Background: an optimization exercise with open tools, aiming at small area. Do not read the settings as production practice. For this run, only the layout was checked, not whether the RTL still works. Power and IR drop assume default switching activity.

===== flow/run.sh =====
#!/bin/bash
# synth_recipe.tcl (not shown) runs the flow's synth.tcl, then flattens the netlist and writes it again
# the make line also repeats each setting of config.mk as NAME=value (left out here)
make -C /OpenROAD-flow-scripts/flow DESIGN_CONFIG=/design/flow/config.mk WORK_HOME=/design/flow/orfs CLKGATE_MAP_FILE= SYNTH_SCRIPT=/design/flow/synth_recipe.tcl finish

===== flow/config.mk =====
export PLATFORM = sky130hd
export DESIGN_NAME = vid_top
export DESIGN_NICKNAME = vid_top
export VERILOG_FILES = /design/flow/design.v
export SDC_FILE = /design/flow/constraint.sdc
export NUM_CORES = 4
export LEC_CHECK = 0
export CAP_MARGIN = 20
export CORE_MARGIN = 2
export CORE_UTILIZATION = 40
export SLEW_MARGIN = 20

===== flow/constraint.sdc =====
create_clock -name core_clock -period 5.0 [get_ports {clk}]
set_input_delay 1.0000 -clock core_clock [delete_from_list [all_inputs] [get_ports {clk}]]
set_output_delay 1.0000 -clock core_clock [all_outputs]
set_load 0.01 [all_outputs]

===== flow/design.v =====
package vid_pkg;
    typedef enum logic [1:0] {
        MODE_RGB24  = 2'd0,
        MODE_RGB565 = 2'd1,
        MODE_RSVD2  = 2'd2,
        MODE_RSVD3  = 2'd3
    } color_mode_e;
    typedef struct packed {
        logic [21:0]  spare;
        logic [5:0]   pclk;      
        logic         enable;
        logic         rsvd;
        color_mode_e  mode;
    } ctrl_word_t;
    typedef struct packed {
        logic [32-2*13-1:0] spare;
        logic [13-1:0]               first;
        logic [13-1:0]               second;
    } span_word_t;
    typedef union packed {
        ctrl_word_t ctrl;
        span_word_t span;
    } reg_word_u;
    typedef struct packed {
        logic [5:0]            pclk;
        logic                  enable;
        color_mode_e           mode;
        logic [13-1:0] h_size;
        logic [13-1:0] h_end;
        logic [13-1:0] hsync_start;
        logic [13-1:0] hsync_end;
        logic [13-1:0] v_size;
        logic [13-1:0] v_end;
        logic [13-1:0] vsync_start;
        logic [13-1:0] vsync_end;
    } vid_cfg_t;
    typedef struct packed {
        logic slot_start;    
        logic active;
        logic hsync;
        logic vsync;
    } vid_tick_t;
endpackage
`timescale 1ns/1ps
module vid_regs (
    input  logic                   clk,
    input  logic                   reset,
    input  logic                   reg_wr,
    input  logic [8-1:0] reg_addr,
    input  vid_pkg::reg_word_u     reg_data,
    output vid_pkg::vid_cfg_t      cfg
);
    always_ff @(posedge clk or posedge reset) begin
        if (reset) begin
            cfg <= '0;
        end else if (reg_wr) begin
            case (reg_addr)
                8'h00: begin
                    cfg.pclk   <= reg_data.ctrl.pclk;
                    cfg.enable <= reg_data.ctrl.enable;
                    cfg.mode   <= reg_data.ctrl.mode;
                end
                8'h28: begin
                    cfg.h_size <= reg_data.span.first;   
                    cfg.h_end  <= reg_data.span.second;  
                end
                8'h30: begin
                    cfg.hsync_start <= reg_data.span.first;
                    cfg.hsync_end   <= reg_data.span.second;
                end
                8'h38: begin
                    cfg.v_size <= reg_data.span.first;
                    cfg.v_end  <= reg_data.span.second;
                end
                8'h40: begin
                    cfg.vsync_start <= reg_data.span.first;
                    cfg.vsync_end   <= reg_data.span.second;
                end
                default: begin
                end
            endcase
        end
    end
endmodule
`timescale 1ns/1ps
module vid_timing (
    input  logic              clk,
    input  logic              reset,
    input  vid_pkg::vid_cfg_t cfg,
    output vid_pkg::vid_tick_t tick
);
    logic [5:0]            div_cnt;     
    logic [5:0]            slot_last;
    logic                  slot_end;
    logic [13-1:0] hcnt;
    logic [13-1:0] vcnt;
    assign slot_last = (cfg.pclk == 6'd0) ? 6'd0 : cfg.pclk - 6'd1;
    assign slot_end = (div_cnt >= slot_last);
    always_ff @(posedge clk or posedge reset) begin
        if (reset) begin
            div_cnt <= '0;
            hcnt    <= '0;
            vcnt    <= '0;
        end else if (!cfg.enable) begin
            div_cnt <= '0;        
            hcnt    <= '0;
            vcnt    <= '0;
        end else if (slot_end) begin
            div_cnt <= '0;
            if (hcnt >= cfg.h_end) begin
                hcnt <= '0;
                if (vcnt >= cfg.v_end) begin
                    vcnt <= '0;
                end else begin
                    vcnt <= vcnt + 1'b1;
                end
            end else begin
                hcnt <= hcnt + 1'b1;
            end
        end else begin
            div_cnt <= div_cnt + 6'd1;
        end
    end
    always_comb begin
        tick = '0;
        if (cfg.enable) begin
            tick.slot_start = (div_cnt == 6'd0);
            tick.active     = (hcnt < cfg.h_size) && (vcnt < cfg.v_size);
            tick.hsync      = (hcnt >= cfg.hsync_start) && (hcnt < cfg.hsync_end);
            tick.vsync      = (vcnt >= cfg.vsync_start) && (vcnt < cfg.vsync_end);
        end
    end
endmodule
`timescale 1ns/1ps
module pixel_fifo (
    input  logic                   clk,
    input  logic                   reset,
    input  logic                   push,
    input  logic [32-1:0] push_data,
    input  logic                   pop,
    output logic [32-1:0] head,
    output logic                   empty,
    output logic                   full
);
    logic [32-1:0] mem [32];
    logic [5-1:0] wr_ptr;
    logic [5-1:0] rd_ptr;
    logic [5:0]   count;    
    logic                    push_ok;
    logic                    pop_ok;
    assign push_ok = push && !full;  
    assign pop_ok  = pop && !empty;
    assign empty = (count == '0);
    assign full  = (count == (5+1)'(32));
    assign head = mem[rd_ptr];
    always_ff @(posedge clk) begin
        if (push_ok) begin
            mem[wr_ptr] <= push_data;
        end
    end
    always_ff @(posedge clk or posedge reset) begin
        if (reset) begin
            wr_ptr <= '0;
            rd_ptr <= '0;
            count  <= '0;
        end else begin
            if (push_ok) begin
                wr_ptr <= wr_ptr + 1'b1;  
            end
            if (pop_ok) begin
                rd_ptr <= rd_ptr + 1'b1;
            end
            case ({push_ok, pop_ok})
                2'b10:   count <= count + 1'b1;
                2'b01:   count <= count - 1'b1;
                default: count <= count;
            endcase
        end
    end
endmodule
`timescale 1ns/1ps
module pixel_out (
    input  logic                   clk,
    input  logic                   reset,
    input  vid_pkg::vid_tick_t     tick,
    input  vid_pkg::color_mode_e   mode,
    input  logic [32-1:0] head,
    input  logic                   empty,
    output logic                   pop,
    output logic                   hsync,
    output logic                   vsync,
    output logic                   blank,
    output logic [7:0]             r,
    output logic [7:0]             g,
    output logic [7:0]             b,
    output logic                   underrun
);
    logic [32-1:0] hold_word;    
    logic [32-1:0] next_word;
    logic [32-1:0] cur_word;
    logic                   starve;
    logic [7:0]             r_dec;
    logic [7:0]             g_dec;
    logic [7:0]             b_dec;
    assign starve = tick.slot_start && tick.active && empty;
    assign pop    = tick.slot_start && tick.active && !empty;
    assign next_word = pop ? head : '0;
    assign cur_word  = tick.slot_start ? next_word : hold_word;
    always_ff @(posedge clk) begin
        if (tick.slot_start) begin
            hold_word <= next_word;
        end
    end
    always_comb begin
        case (mode)
            vid_pkg::MODE_RGB565: begin
                r_dec = {cur_word[15:11], 3'b000};
                g_dec = {cur_word[10:5], 2'b00};
                b_dec = {cur_word[4:0], 3'b000};
            end
            default: begin   
                r_dec = cur_word[23:16];
                g_dec = cur_word[15:8];
                b_dec = cur_word[7:0];
            end
        endcase
    end
    always_ff @(posedge clk or posedge reset) begin
        if (reset) begin
            hsync    <= 1'b0;
            vsync    <= 1'b0;
            blank    <= 1'b1;
            r        <= '0;
            g        <= '0;
            b        <= '0;
            underrun <= 1'b0;
        end else begin
            hsync    <= tick.hsync;
            vsync    <= tick.vsync;
            blank    <= !tick.active;
            r        <= tick.active ? r_dec : 8'd0;
            g        <= tick.active ? g_dec : 8'd0;
            b        <= tick.active ? b_dec : 8'd0;
            underrun <= underrun || starve;    
        end
    end
endmodule
`timescale 1ns/1ps
module vid_top (
    input  logic                   clk,
    input  logic                   reset,
    input  logic                   reg_wr,
    input  logic [8-1:0] reg_addr,
    input  vid_pkg::reg_word_u     reg_data,
    input  logic                   pix_wr,
    input  logic [32-1:0] pix_data,
    output logic                   pix_full,
    output logic                   hsync,
    output logic                   vsync,
    output logic                   blank,
    output logic [7:0]             r,
    output logic [7:0]             g,
    output logic [7:0]             b,
    output logic                   underrun
);
    vid_pkg::vid_cfg_t               cfg;
    vid_pkg::vid_tick_t              tick;
    logic [32-1:0] fifo_head;
    logic                   fifo_empty;
    logic                   fifo_pop;
    vid_regs u_regs (
        .clk      (clk),
        .reset    (reset),
        .reg_wr   (reg_wr),
        .reg_addr (reg_addr),
        .reg_data (reg_data),
        .cfg      (cfg)
    );
    vid_timing u_timing (
        .clk   (clk),
        .reset (reset),
        .cfg   (cfg),
        .tick  (tick)
    );
    pixel_fifo u_fifo (
        .clk       (clk),
        .reset     (reset),
        .push      (pix_wr),
        .push_data (pix_data),
        .pop       (fifo_pop),
        .head      (fifo_head),
        .empty     (fifo_empty),
        .full      (pix_full)
    );
    pixel_out u_out (
        .clk      (clk),
        .reset    (reset),
        .tick     (tick),
        .mode     (cfg.mode),
        .head     (fifo_head),
        .empty    (fifo_empty),
        .pop      (fifo_pop),
        .hsync    (hsync),
        .vsync    (vsync),
        .blank    (blank),
        .r        (r),
        .g        (g),
        .b        (b),
        .underrun (underrun)
    );
endmodule

==> results.toml <==
[run_status]
status = "complete, no violations"

[cts]
clock_latency_ns = 0.68
hold_buffers = 0
numCtsBuffers = 101
tritoncts = "done"
cts-resized-gates = 0
clk_pin_slew_ns = 0.06
postCtsSetupBuffers = 0
cts_htree_levels = 3
root_buffer = "clkbuf_16"
cts_buffer_depth = 3
cts_sinks = 981

[worst_setup_path]
crit_arrival_ns = 4.31
endpoint_kind = "flop"
required_ns = 5.53
reg2reg_slack_ns = 1.23
critPathLaunch = "u_timing.vcnt[10]$_DFFE_PP0P_"
r2r_end = "u_fifo.count[5]$_DFFE_PP0P_"
worstSetupPathType = "reg2reg"
r2r_start = "u_timing.vcnt[10]$_DFFE_PP0P_"
cp_max_fo = 10
rr_worst_depth = 15
critPathLaunchType = "flop"

[cells_and_area]
final_cell_mix = "edfxtp_1 (768), dfrtp_1 (186), mux2i_1 (156)"
synthToLayoutAreaGrowth_pct = 15.6
filler_cell_count = 8515
fin_cells = 4080
final_layout_size_suffix_gt1_share_pct = 19.3
final_area_um2 = 46800
utilization_pct = 46.7
layout_commonest_cell = "edfxtp_1"
fin_nets = 2838

[die]
die_w_um = 322
fp.dieH_um = 322
core_um2 = 100000
start_util_pct = 40.4
io_pins = 105
fp.dieArea_um2 = 104000
num_rows = 116

[timing]
final-max-slew-violation-count = 0
hold_slack_ns = 0.477
hold_violations = 0
clock.fmax_mhz = 265
fin_crit_sh_pct = 75.4
worst_slack_ns = 1.23
rsz0062_at_grt = "no"
skew_ns = 0.0359
setup_violations = 0
slew_headroom_pct = 21.8
min_period_ns = 3.77
tns_ns = 0
worst-slew-pin-transition_ns = 1.17

[power]
worst_ir_drop_vdd_uv = 299
total_power_mw = 18.1
power.density_nw_per_um2 = 387
power_frac_seq_pct = 52.1
p_leak_nw = 16.2
p_comb_share_pct = 7.1
power_switching_mw = 4.20
swShare_pct = 23.2
intPower_mw = 13.9
p_clk_share_pct = 40.8

[logic_synthesis]
avgSynthCellArea_um2 = 16.4
ys_seq_elements = 981
synthCells = 2464
syn_area_um2 = 40500
synth-async-reset-ratio_pct = 19.3
ys_types = 66
syn_nets = 2662
synthFlopType = "edfxtp_1"
seq_area_frac_synth_pct = 69.8
ys.warnings.count = 4
synth_edf_count = 768

[drt]
drc = 0
route.detailed.wl_per_inst_um = 24.8
ant_nets = 0
viasPerCell = 5.46
vias = 22300
drtIter0Drc = 1921
wl_mm = 101
firstDrtPassIters = 5

[hold_path]
hold_path.startpoint = "u_out.hold_word[16]$_DFF_P_"
hp-class = "reg2reg"
min_path_cells = 1
holdPathEnd = "u_out.hold_word[16]$_DFF_P_"

[global_routing]
grt_max_degree = 106
track_usage_pct = 19.6
grt_pass1_vias = 23000
grt_overflow = 0
grt_pass1_wl_mm = 150
antenna_found_initial = 4

[placement]
place_area_um2 = 43600
post-place-ws_ns = 0.969
numPortBuffers = 90
place_inst = 3894
gp_congestion = 0.845
dp_hpwl_mm = 64.7

[flow_run]
maxCapViolCount = 0
## critical path, cell delays in order, from the launching register on
cell,delay (ns)
dfrtp_1,0.53
ha_1,0.38
nand4_1,0.15
a2111oi_0,0.66
nand2_1,0.11
nand4_1,0.13
nor2_1,0.07
ha_1,0.28
ha_1,0.30
a21o_1,0.16
a21oi_1,0.23
o21bai_1,0.09
a21oi_1,0.22
xnor2_1,0.14
nor2_1,0.06
xor2_1,0.15
## cell type report
cell class              instances  area [um^2]  share of cell area, %
clock inverters                59          523                   1.12
multi-input cells            1229        11400                   24.3
flip-flops and latches        981        28300                   60.4
clock buffers                 126         2770                   5.91
repair buffers                174         1590                   3.40
diodes                          1         2.50                0.00535
inverters                     153          578                   1.23
well taps                    1357         1700                   3.63
## kinds of logic (layout without fill, tap and decap cells)
kind of cell | after synthesis | count (layout) | synth area share [%]
compound gates | 366 | 366 | 6.05
xor+xnor | 23 | 23 | 0.497
fa+ha+maj | 122 | 122 | 3.79
buf+inv | 254 | 512 | 2.77
flops | 981 | 981 | 69.8
mux | 371 | 371 | 12.9
other cells | 0 | 1 | 0
simple gates | 347 | 347 | 4.17
## metal layers
layer | vias up | part of all wire (%) | wire (um) | GRT usage (%)
met5 | - | 0.039 | 39 | 0
met4 | 6 | 2.9 | 2940 | 6.36
met3 | 161 | 4.8 | 4890 | 2.95
met2 | 593 | 52 | 52400 | 34.9
met1 | 11600 | 40 | 40900 | 24.5
li1 | 9930 | - | - | -
## Yosys cell counts (4+ instances only)
cell / n / area share [%]
o2111ai_1: 6 / 0.13
and2_1: 5 / 0.077
o21ai_0: 72 / 0.89
buf_4: 11 / 0.20
dfrtp_1: 188 / 12
mux2i_1: 156 / 3.9
a2111oi_0: 5 / 0.11
nand3_1: 61 / 0.75
o22ai_1: 58 / 0.90
nand4_1: 15 / 0.23
nor4_1: 4 / 0.062
or2_2: 5 / 0.077
xnor2_1: 15 / 0.32
a21o_1: 13 / 0.24
o31a_1: 4 / 0.086
ha_1: 121 / 3.7
a211oi_1: 18 / 0.33
nand2b_1: 21 / 0.32
o211ai_1: 9 / 0.17
buf_2: 41 / 0.51
xor2_1: 8 / 0.17
buf_6: 10 / 0.28
inv_1: 151 / 1.4
mux2_2: 104 / 2.9
edfxtp_1: 768 / 57
clkbuf_1: 37 / 0.34
nand2_1: 95 / 0.88
nor2_1: 80 / 0.74
nand3b_1: 5 / 0.093
a21oi_1: 56 / 0.69
a22oi_1: 86 / 1.6
dfxtp_1: 24 / 1.2
nor3_1: 8 / 0.099
nor3b_1: 4 / 0.074
and3_1: 6 / 0.093
mux4_2: 111 / 6.2
nor2b_1: 18 / 0.28
a31oi_1: 4 / 0.062
o221ai_1: 15 / 0.32
or3_1: 5 / 0.077
## power groups by stage
| stage | clock (mW) | combinational (mW) | sequential (mW) |
|---|---|---|---|
| floorplan | 0 | 0.671 | 9.54 |
| global placement | 0 | 1.26 | 9.58 |
| detailed placement | 0 | 1.30 | 9.60 |
| CTS | 7.51 | 1.30 | 9.44 |
| global route | 7.87 | 1.39 | 9.47 |
| finish | 7.39 | 1.28 | 9.44 |
## sequential cells by signal, summed over array words and instances (netlist names), 8 cells and up
name and cells:
u_timing.vcnt 13, u_out.r 8, u_out.g 8, u_out.b 8
u_fifo.mem 768, u_out.hold_word 24, u_timing.hcnt 13, u_regs.cfg 113
## worst max path at each step
| stage | endpoint | slack [ns] |
|---|---|---|
| floorplan | u_fifo.count[0]$_DFFE_PP0P_ | 1.57 |
| detailed placement | u_fifo.mem[19][20]$_DFFE_PP_ | 0.97 |
| CTS | u_fifo.count[5]$_DFFE_PP0P_ | 1.25 |
| finish | u_fifo.count[5]$_DFFE_PP0P_ | 1.23 |
| global route | u_timing.vcnt[8]$_DFFE_PP0P_ | 0.96 |
| global placement | u_fifo.mem[19][20]$_DFFE_PP_ | 0.98 |

## what the ideal ports hide
Ports are ideal in the flow. The routed layout listed here was re-timed in OpenROAD.
Step 1: set_driving_cell puts a clkbuf_16 on clk and a buf_2 on each other input, an assumption about the parent block.
Step 2 moves the port delays by t, midway between the first and last clock arrival at a register: inputs arrive t later, outputs are due t later. That takes back most of the time a late clock gives input paths.
Three values: no drivers, after step 1, after step 2; two values: the first two.
t (ns): 0.730
slack for setup (ns): 1.229 / 1.229 / 1.037
worst setup path at the end: input to register
After both steps this run still meets setup and hold. For this run, drivers alone change the setup slack by 0.000 ns; drivers and shift together by -0.192 ns.
